Background: an optimization exercise with open tools, aiming at small area, a short achievable clock period and few clock cycles per item. Do not read the settings as production practice. Only simulation tests tie the RTL to the original design; equivalence was not proved.

==> flow/design.v (excerpt) <==
module dual_stream_merge (
    input  logic                                 clk_i,
    input  logic                                 rst_n_i,
    input  logic [1:0]                           wr_valid_i,
    input  logic [2*64-1:0]            wr_data_i,   
    output logic [1:0]                           wr_ready_o,
    output logic [2*($clog2(16)+1)-1:0] wr_free_o,  
    input  logic                                 out_ready_i,
    output logic                                 out_valid_o,
    output logic [32+1:0]             out_beat_o   
);
export LEC_CHECK = 0
export CAP_MARGIN = 20
export CORE_MARGIN = 2
export CORE_UTILIZATION = 70
export CTS_CLUSTER_DIAMETER = 100
export CTS_CLUSTER_SIZE = 30
export SETUP_SLACK_MARGIN = 2.5
export SLEW_MARGIN = 20
export TNS_END_PERCENT = 5
export BUFFER_PORTS_ARGS = -buffer_cell sky130_fd_sc_hd__buf_4
create_clock -name core_clock -period 4.5 [get_ports {clk_i}]
standard.sh (not shown) runs the stock make flow with config.mk's settings and CLKGATE_MAP_FILE= SYNTH_SCRIPT=/design/flow/synth_recipe.tcl, a recipe that flattens the netlist after the stock synthesis.
==> flow/flow/run.sh <==
#!/bin/bash
# The standard layout, with plain buf_4 cells as the port buffers in place of
# the delay cells ORFS's buffer_ports picks by default.
set -euo pipefail
echo 'export BUFFER_PORTS_ARGS = -buffer_cell sky130_fd_sc_hd__buf_4' >> config.mk
bash standard.sh finish > standard_flow.log 2>&1
Testbench counts at the start, summed over its fixed seeds: cycles 6,160, beats 6,144.
Edit:
==> flow/run.sh (new file) <==
#!/bin/bash
# synth_recipe.tcl (not shown) runs the flow's synth.tcl, then flattens the netlist and writes it again
# the make line also repeats each setting of config.mk as NAME=value (left out here)
make -C /OpenROAD-flow-scripts/flow DESIGN_CONFIG=/design/flow/config.mk WORK_HOME=/design/flow/orfs CLKGATE_MAP_FILE= SYNTH_SCRIPT=/design/flow/synth_recipe.tcl finish
BUFFER_PORTS_ARGS = default   (was -buffer_cell sky130_fd_sc_hd__buf_4)
CORE_UTILIZATION = 60   (was 70)
removed: flow/flow/run.sh
removed: flow/standard.sh
What happened:
- via count goes down by 2.8%
- synthesized area stays the same
- register-to-register slack is better by 30 ps

---

dual_stream_merge, a different RTL version from the one above (not shown whole).
Size: ~4300 cells after synthesis, roughly 2300 flip-flops, about 180 I/O pins, roughly 81000 um2 of cells after synthesis.
export LEC_CHECK = 0
export CAP_MARGIN = 20
export CORE_MARGIN = 2
export CORE_UTILIZATION = 70
export CTS_CLUSTER_DIAMETER = 100
export CTS_CLUSTER_SIZE = 30
export SETUP_SLACK_MARGIN = 2.5
export SLEW_MARGIN = 20
export TNS_END_PERCENT = 5
export BUFFER_PORTS_ARGS = -buffer_cell sky130_fd_sc_hd__buf_4
create_clock -name core_clock -period 4.5 [get_ports {clk_i}]
==> flow/flow/run.sh <==
#!/bin/bash
# The standard layout, with plain buf_4 cells as the port buffers in place of
# the delay cells ORFS's buffer_ports picks by default.
set -euo pipefail
echo 'export BUFFER_PORTS_ARGS = -buffer_cell sky130_fd_sc_hd__buf_4' >> config.mk
bash standard.sh finish > standard_flow.log 2>&1
The first run produced a clean layout.
Testbench counts at the start, summed over its fixed seeds: cycles 6,160, beats 6,144.
==> next run, changes <==
==> flow/run.sh (new file) <==
#!/bin/bash
# synth_recipe.tcl (not shown) runs the flow's synth.tcl, then flattens the netlist and writes it again
# the make line also repeats each setting of config.mk as NAME=value (left out here)
make -C /OpenROAD-flow-scripts/flow DESIGN_CONFIG=/design/flow/config.mk WORK_HOME=/design/flow/orfs CLKGATE_MAP_FILE= SYNTH_SCRIPT=/design/flow/synth_recipe.tcl finish
Settings changed: BUFFER_PORTS_ARGS -buffer_cell sky130_fd_sc_hd__buf_4 to default, CORE_UTILIZATION 70 to 60.
removed: flow/flow/run.sh
removed: flow/standard.sh
Effect: The new run finished clean. Final cell count increases by 3.8%. Fmax is lower by 0.53%. Worst setup slack loses 0.013 ns. Via count falls by 1.7%. First-iteration DRC count shrinks by 3.8%. Routed wire length went up by 5.7%. Sequential cell count is unchanged. Non-clock buffer count came out lower by 15.

## afterwards: timing with drivers on the ports
Ports are ideal in the flow. The routed layouts listed here were re-timed in OpenROAD.
Step 1, drivers: a clkbuf_16 drives clk_i and a buf_2 each remaining input, both assumed.
Step 2 adds t to the input delays and takes it off the output delays; t is the mean of the earliest and latest rising clock arrival at the registers after step 1. Input paths then give back, and output paths get back, about the clock's delay inside the block.
Three values: no drivers, after step 1, after step 2; two values: the first two.
run | t (ns) | setup WS [ns] | pins driven straight from the clock port
the first run of note 1 | 0.798 | 2.085 / 2.085 / 1.812 | 1
the second run of note 1 | 0.833 | 2.110 / 2.110 / 1.612 | 1
the first run of note 2 | 0.815 | 2.145 / 2.145 / 1.797 | 1
the second run of note 2 | 0.845 | 2.132 / 2.132 / 1.538 | 1
After both steps setup and hold are still met in every run listed. The setup slack of the second run of note 2, which loses most, moves by 0.000 ns with the drivers and by -0.594 ns with both steps.
